This is an optimization exercise on Yosys and OpenROAD, whose aim is small area, not a production implementation. The RTL was checked by simulation tests, not by an equivalence proof against the original design. Power is estimated from default activity; no workload was simulated. The clock port is modelled as an ideal driver; clocking choices that lean on that would not hold on a real chip.

==> flow/design.v <==
`timescale 1ns/100ps
module riscv_cpu (
    input  logic        clk,
    input  logic        reset,
    input  logic [31:0] instr,
    output logic [31:0] pc,
    input  logic [31:0] read_data,
    output logic        dmem_rd_en,
    output logic        dmem_wr_en,
    output logic [31:0] dmem_addr,
    output logic [31:0] dmem_wr_data,
    input  logic        cache_stall
);
    localparam logic [2:0] S_EX = 3'd0, S_LD = 3'd1, S_ST = 3'd2, S_WT = 3'd3, S_PC = 3'd4;
    logic [2:0]  state;
    logic [3:0]  ph;
    logic [13:1] pcr;
    logic        pcs;
    logic        pcd;
    logic [31:0] ar;
    logic [31:0] dr;
    logic        carry;
    logic        cinc;
    logic        eqf;
    logic        taken;
    wire last = (ph == 4'd15);
    wire first = (ph == 4'd0);
    wire in_ex = (state == S_EX);
    wire in_pc = (state == S_PC);
    wire [6:0] op = instr[6:0];
    wire [2:0] f3 = instr[14:12];
    wire f3_ok = (f3 == 3'b000) || (f3[2] && f3[1:0] != 2'b01);
    wire is_r  = (op == 7'b0110011) && f3_ok && !instr[31] && (instr[29:25] == 5'd0)
                 && (!instr[30] || f3 == 3'b000);
    wire is_i  = (op == 7'b0010011) && f3_ok;
    wire is_ld = (op == 7'b0000011) && (f3 == 3'b010);
    wire is_st = (op == 7'b0100011) && (f3 == 3'b010);
    wire is_br = (op == 7'b1100011) && (f3[2:1] == 2'b00);
    wire sub   = is_r && instr[30];
    wire is_alu = is_r || is_i;
    wire is_mem = is_ld || is_st;
    logic [31:0] immv;
    always_comb begin
        if (is_br)
            immv = {{20{instr[31]}}, instr[7], instr[30:25], instr[11:8], 1'b0};
        else if (is_st)
            immv = {{21{instr[31]}}, instr[30:25], instr[11:7]};
        else
            immv = {{21{instr[31]}}, instr[30:20]};
    end
    wire [1:0] imm2 = {immv[{ph, 1'b1}], immv[{ph, 1'b0}]};
    wire [4:0] rs1 = instr[19:15];
    wire [4:0] rs2 = instr[24:20];
    wire [4:0] rd  = instr[11:7];
    logic [31:0] head_e;
    logic [31:0] head_o;
    logic        rf_we;
    logic [1:0]  wbits;
    assign head_e[0] = 1'b0;
    assign head_o[0] = 1'b0;
    genvar r;
    generate
        for (r = 1; r < 32; r++) begin : g_rf
            logic [15:0] ce;
            logic [15:0] co;
            wire we = rf_we && (rd == r);
            always_ff @(posedge clk) begin
                ce <= {we ? wbits[0] : ce[0], ce[15:1]};
                co <= {we ? wbits[1] : co[0], co[15:1]};
            end
            assign head_e[r] = ce[0];
            assign head_o[r] = co[0];
        end
    endgenerate
    wire [1:0] a = {head_o[rs1], head_e[rs1]};
    wire [1:0] b = {head_o[rs2], head_e[rs2]};
    wire [31:0] pcv = {{18{pcs}}, pcr, 1'b0};
    wire [1:0]  pc2 = {pcv[{ph, 1'b1}], pcv[{ph, 1'b0}]};
    wire [1:0] x = in_pc ? pc2 : a;
    wire [1:0] y = in_pc ? imm2 : is_r ? (sub ? ~b : b) : imm2;
    wire       c0 = first ? (in_ex && sub) : carry;
    wire       c1 = (x[0] & y[0]) | (x[0] & c0) | (y[0] & c0);
    wire       c2 = (x[1] & y[1]) | (x[1] & c1) | (y[1] & c1);
    wire [1:0] sum = {x[1] ^ y[1] ^ c1, x[0] ^ y[0] ^ c0};
    wire       i0 = (ph == 4'd1) | (!first && cinc);
    wire       i1 = pc2[0] & i0;
    wire [1:0] inc = {pc2[1] ^ i1, pc2[0] ^ i0};
    wire [1:0] bo = is_r ? b : imm2;
    logic [1:0] alu;
    always_comb begin
        case (f3)
            3'b100:  alu = a ^ bo;
            3'b110:  alu = a | bo;
            3'b111:  alu = a & bo;
            default: alu = sum;
        endcase
    end
    wire       eq_now = (first || eqf) && (a == b);
    wire       br_take = eq_now != instr[12];
    wire [1:0] din = (in_ex && is_st) ? b : (in_pc && taken) ? sum : inc;
    assign rf_we = (in_ex && is_alu) || (in_pc && is_ld);
    assign wbits = in_ex ? alu : dr[1:0];
    wire dr_shift = in_ex || in_pc;
    wire dr_load = (state == S_LD) && !cache_stall;
    wire ar_shift = in_ex;
    wire [31:0] dr_next = {din, dr[31:2]};
    wire pc_load = last && (in_pc || (in_ex && !is_mem && !(is_br && br_take)));
    always_ff @(posedge clk) begin
        carry <= c2;
        cinc  <= i1 & pc2[1];
        eqf   <= eq_now;
        if (in_ex && last) taken <= is_br && br_take;
        if (dr_load) dr <= read_data;
        else if (dr_shift) dr <= dr_next;
        if (ar_shift) ar <= {sum, ar[31:2]};
    end
    always_ff @(posedge clk) begin
        if (reset) begin
            state <= S_EX;
            ph    <= 4'd0;
            pcr   <= 13'd0;
            pcs   <= 1'b0;
            pcd   <= 1'b0;
        end else begin
            ph <= ph + 4'd1;
            if (pc_load) begin
                pcr <= dr_next[13:1];
                pcs <= dr_next[31];
                pcd <= pcd || (!dr_next[31] && dr_next[13:10] != 4'd0);
            end
            case (state)
                S_EX: if (last) begin
                    if (is_ld) state <= S_LD;
                    else if (is_st) state <= S_ST;
                    else if (is_br && br_take) state <= S_PC;
                end
                S_LD, S_ST: if (!cache_stall) state <= last ? S_PC : S_WT;
                S_WT: if (last) state <= S_PC;
                default: if (last) state <= S_EX;
            endcase
        end
    end
    assign pc           = {pcs | pcd, pcv[30:0]};
    assign dmem_rd_en   = (state == S_LD);
    assign dmem_wr_en   = (state == S_ST);
    assign dmem_addr    = ar;
    assign dmem_wr_data = dr;
endmodule
clock: 10.0 ns
lec_check: 0
cap_margin: 20
core_margin: 2
core_utilization: 40
place_density: 0.6
slew_margin: 20
standard.sh (not shown) runs the stock make flow with config.mk's settings and CLKGATE_MAP_FILE= SYNTH_SCRIPT=/design/flow/synth_recipe.tcl, a recipe that flattens the netlist after the stock synthesis.
==> flow/flow/run.sh <==
#!/bin/bash
# Standard layout, with the smallest buffer on each port and a clock tree of
# small buffers without dummy loads.
set -euo pipefail
bash standard.sh \
  BUFFER_PORTS_ARGS="-buffer_cell sky130_fd_sc_hd__buf_1" \
  CTS_ARGS="-sink_clustering_enable -repair_clock_nets -dont_use_dummy_load -buf_list sky130_fd_sc_hd__clkbuf_16 -sink_clustering_size 30 -sink_clustering_max_diameter 80" \
  finish > standard.log 2>&1
The baseline completed without violations.
Rerun with:
--- a/flow/design.v
+++ b/flow/design.v
@@ -15,7 +15,5 @@
     logic [2:0]  state;
     logic [3:0]  ph;
-    logic [13:1] pcr;
-    logic        pcs;
-    logic        pcd;
+    logic [31:1] pcr;
     logic [31:0] ar;
     logic [31:0] dr;
@@ -75,6 +73,5 @@
     wire [1:0] a = {head_o[rs1], head_e[rs1]};
     wire [1:0] b = {head_o[rs2], head_e[rs2]};
-    wire [31:0] pcv = {{18{pcs}}, pcr, 1'b0};
-    wire [1:0]  pc2 = {pcv[{ph, 1'b1}], pcv[{ph, 1'b0}]};
+    wire [1:0] pc2 = {pcr[{ph, 1'b1}], (ph == 4'd0) ? 1'b0 : pcr[{ph, 1'b0}]};
     wire [1:0] x = in_pc ? pc2 : a;
     wire [1:0] y = in_pc ? imm2 : is_r ? (sub ? ~b : b) : imm2;
@@ -103,5 +100,5 @@
     wire dr_shift = in_ex || in_pc;
     wire dr_load = (state == S_LD) && !cache_stall;
-    wire ar_shift = in_ex;
+    wire ar_shift = in_ex && is_mem;
     wire [31:0] dr_next = {din, dr[31:2]};
     wire pc_load = last && (in_pc || (in_ex && !is_mem && !(is_br && br_take)));
@@ -119,14 +116,8 @@
             state <= S_EX;
             ph    <= 4'd0;
-            pcr   <= 13'd0;
-            pcs   <= 1'b0;
-            pcd   <= 1'b0;
+            pcr   <= 31'd0;
         end else begin
             ph <= ph + 4'd1;
-            if (pc_load) begin
-                pcr <= dr_next[13:1];
-                pcs <= dr_next[31];
-                pcd <= pcd || (!dr_next[31] && dr_next[13:10] != 4'd0);
-            end
+            if (pc_load) pcr <= dr_next[31:1];
             case (state)
                 S_EX: if (last) begin
@@ -141,5 +132,5 @@
         end
     end
-    assign pc           = {pcs | pcd, pcv[30:0]};
+    assign pc           = {pcr, 1'b0};
     assign dmem_rd_en   = (state == S_LD);
     assign dmem_wr_en   = (state == S_ST);
Wire length goes up by roughly a tenth.
Final area goes up by a few percent.
Power shrinks slightly.
Synthesized cell count goes up by a few percent.
Fmax falls by roughly a tenth.
Synthesized area increases by a few percent.
Clock power stays flat.
Sequential cell count rose by 16.
Final cell count rose by a few percent.

* * *

Starts from the design.v that is shown in full above.
export LEC_CHECK = 0
export CAP_MARGIN = 20
export CORE_MARGIN = 2
export CORE_UTILIZATION = 60
export PLACE_DENSITY = 0.75
export SLEW_MARGIN = 20
create_clock -name core_clock -period 10.0 [get_ports {clk}]
==> flow/flow/run.sh <==
#!/bin/bash
# Standard layout, with the smallest buffer on each port and a clock tree of
# small buffers without dummy loads.
set -euo pipefail
bash standard.sh \
  BUFFER_PORTS_ARGS="-buffer_cell sky130_fd_sc_hd__buf_1" \
  CTS_ARGS="-sink_clustering_enable -repair_clock_nets -dont_use_dummy_load -buf_list sky130_fd_sc_hd__clkbuf_8 -sink_clustering_size 20 -sink_clustering_max_diameter 50" \
  finish > standard.log 2>&1
Then changed:
--- a/flow/design.v
+++ b/flow/design.v
@@ -9,22 +9,23 @@
     output logic        dmem_wr_en,
     output logic [31:0] dmem_addr,
     output logic [31:0] dmem_wr_data,
     input  logic        cache_stall
 );
-    localparam logic [2:0] S_EX = 3'd0, S_LD = 3'd1, S_ST = 3'd2, S_WT = 3'd3, S_PC = 3'd4;
+    localparam logic [2:0] S_EX = 3'd0, S_LD = 3'd1, S_ST = 3'd2, S_WT = 3'd3, S_PC = 3'd4,
+                           S_IN = 3'd5;
+    localparam logic [15:0] SIGNATURE = 16'hA5C3;
     logic [2:0]  state;
     logic [3:0]  ph;
-    logic [13:1] pcr;
-    logic        pcs;
+    logic [15:0] sig;
+    logic [9:1]  pcr;
     logic        pcd;
     logic [31:0] ar;
     logic [31:0] dr;
     logic        carry;
     logic        cinc;
     logic        eqf;
-    logic        taken;
     wire last = (ph == 4'd15);
     wire first = (ph == 4'd0);
     wire in_ex = (state == S_EX);
     wire in_pc = (state == S_PC);
     wire [6:0] op = instr[6:0];
@@ -72,11 +73,11 @@
             assign head_o[r] = co[0];
         end
     endgenerate
     wire [1:0] a = {head_o[rs1], head_e[rs1]};
     wire [1:0] b = {head_o[rs2], head_e[rs2]};
-    wire [31:0] pcv = {{18{pcs}}, pcr, 1'b0};
+    wire [31:0] pcv = {22'd0, pcr, 1'b0};
     wire [1:0]  pc2 = {pcv[{ph, 1'b1}], pcv[{ph, 1'b0}]};
     wire [1:0] x = in_pc ? pc2 : a;
     wire [1:0] y = in_pc ? imm2 : is_r ? (sub ? ~b : b) : imm2;
     wire       c0 = first ? (in_ex && sub) : carry;
     wire       c1 = (x[0] & y[0]) | (x[0] & c0) | (y[0] & c0);
@@ -95,11 +96,11 @@
             default: alu = sum;
         endcase
     end
     wire       eq_now = (first || eqf) && (a == b);
     wire       br_take = eq_now != instr[12];
-    wire [1:0] din = (in_ex && is_st) ? b : (in_pc && taken) ? sum : inc;
+    wire [1:0] din = (in_ex && is_st) ? b : (in_pc && is_br) ? sum : inc;
     assign rf_we = (in_ex && is_alu) || (in_pc && is_ld);
     assign wbits = in_ex ? alu : dr[1:0];
     wire dr_shift = in_ex || in_pc;
     wire dr_load = (state == S_LD) && !cache_stall;
     wire ar_shift = in_ex;
@@ -107,42 +108,39 @@
     wire pc_load = last && (in_pc || (in_ex && !is_mem && !(is_br && br_take)));
     always_ff @(posedge clk) begin
         carry <= c2;
         cinc  <= i1 & pc2[1];
         eqf   <= eq_now;
-        if (in_ex && last) taken <= is_br && br_take;
         if (dr_load) dr <= read_data;
         else if (dr_shift) dr <= dr_next;
         if (ar_shift) ar <= {sum, ar[31:2]};
     end
     always_ff @(posedge clk) begin
+        ph <= (reset && sig != SIGNATURE) ? 4'd0 : ph + 4'd1;
+        sig <= (sig | ({16{reset}} & SIGNATURE)) & ~({16{reset}} & ~SIGNATURE);
         if (reset) begin
-            state <= S_EX;
-            ph    <= 4'd0;
-            pcr   <= 13'd0;
-            pcs   <= 1'b0;
+            state <= S_IN;
+            pcr   <= 9'd0;
             pcd   <= 1'b0;
         end else begin
-            ph <= ph + 4'd1;
             if (pc_load) begin
-                pcr <= dr_next[13:1];
-                pcs <= dr_next[31];
-                pcd <= pcd || (!dr_next[31] && dr_next[13:10] != 4'd0);
+                pcr <= dr_next[31] ? {8'd0, dr_next[1]} : dr_next[9:1];
+                pcd <= pcd || (!dr_next[31] && dr_next[12:10] != 3'd0);
             end
             case (state)
                 S_EX: if (last) begin
                     if (is_ld) state <= S_LD;
                     else if (is_st) state <= S_ST;
                     else if (is_br && br_take) state <= S_PC;
                 end
                 S_LD, S_ST: if (!cache_stall) state <= last ? S_PC : S_WT;
-                S_WT: if (last) state <= S_PC;
+                S_WT, S_IN: if (last) state <= (state == S_WT) ? S_PC : S_EX;
                 default: if (last) state <= S_EX;
             endcase
         end
     end
-    assign pc           = {pcs | pcd, pcv[30:0]};
+    assign pc           = {pcd, pcv[30:0]};
     assign dmem_rd_en   = (state == S_LD);
     assign dmem_wr_en   = (state == S_ST);
     assign dmem_addr    = ar;
     assign dmem_wr_data = dr;
 endmodule
After rerunning: The new run finished clean; worst setup slack loses 300 ps; clock power barely changes; global-route usage goes down by 0.23 points; sequential share of layout area goes down by 0.31 points; flip-flop and latch count goes up by 10; worst hold slack loses 16 ps.

static timing again, ports no longer ideal:
The flow's constraints put no driver on any port. The routed layouts listed below were extracted and timed again, unchanged, in two steps. Step 1 sets driving cells, clkbuf_16 on the clock port and buf_2 on the other inputs (assumed; they add their load-dependent delay and slew). Step 2 moves the port delays by t, midway between the first and last clock arrival at a register: inputs arrive t later, outputs are due t later. That takes back most of the time a late clock gives input paths. a / b / c = ideal ports / drivers / drivers and shift; a / b = the first two.
run | t, ns | slack for setup (ns) | worst setup path at the end | latest minus earliest clock arrival (ns)
the first run of note 1 | 0.631 | 4.228 / 4.245 / 3.614 | input to register | 0.064 / 0.063
the second run of note 1 | 0.643 | 3.311 / 3.344 / 2.701 | input to register | 0.032 / 0.032
the first run of note 2 | 0.659 | 4.052 / 4.086 / 3.426 | input to register | 0.079 / 0.079
the second run of note 2 | 0.657 | 3.752 / 3.776 / 3.119 | input to register | 0.100 / 0.100
After both steps setup and hold are still met in every run listed. For the second run of note 2, which loses most, drivers alone change the setup slack by +0.024 ns; drivers and shift together by -0.633 ns.
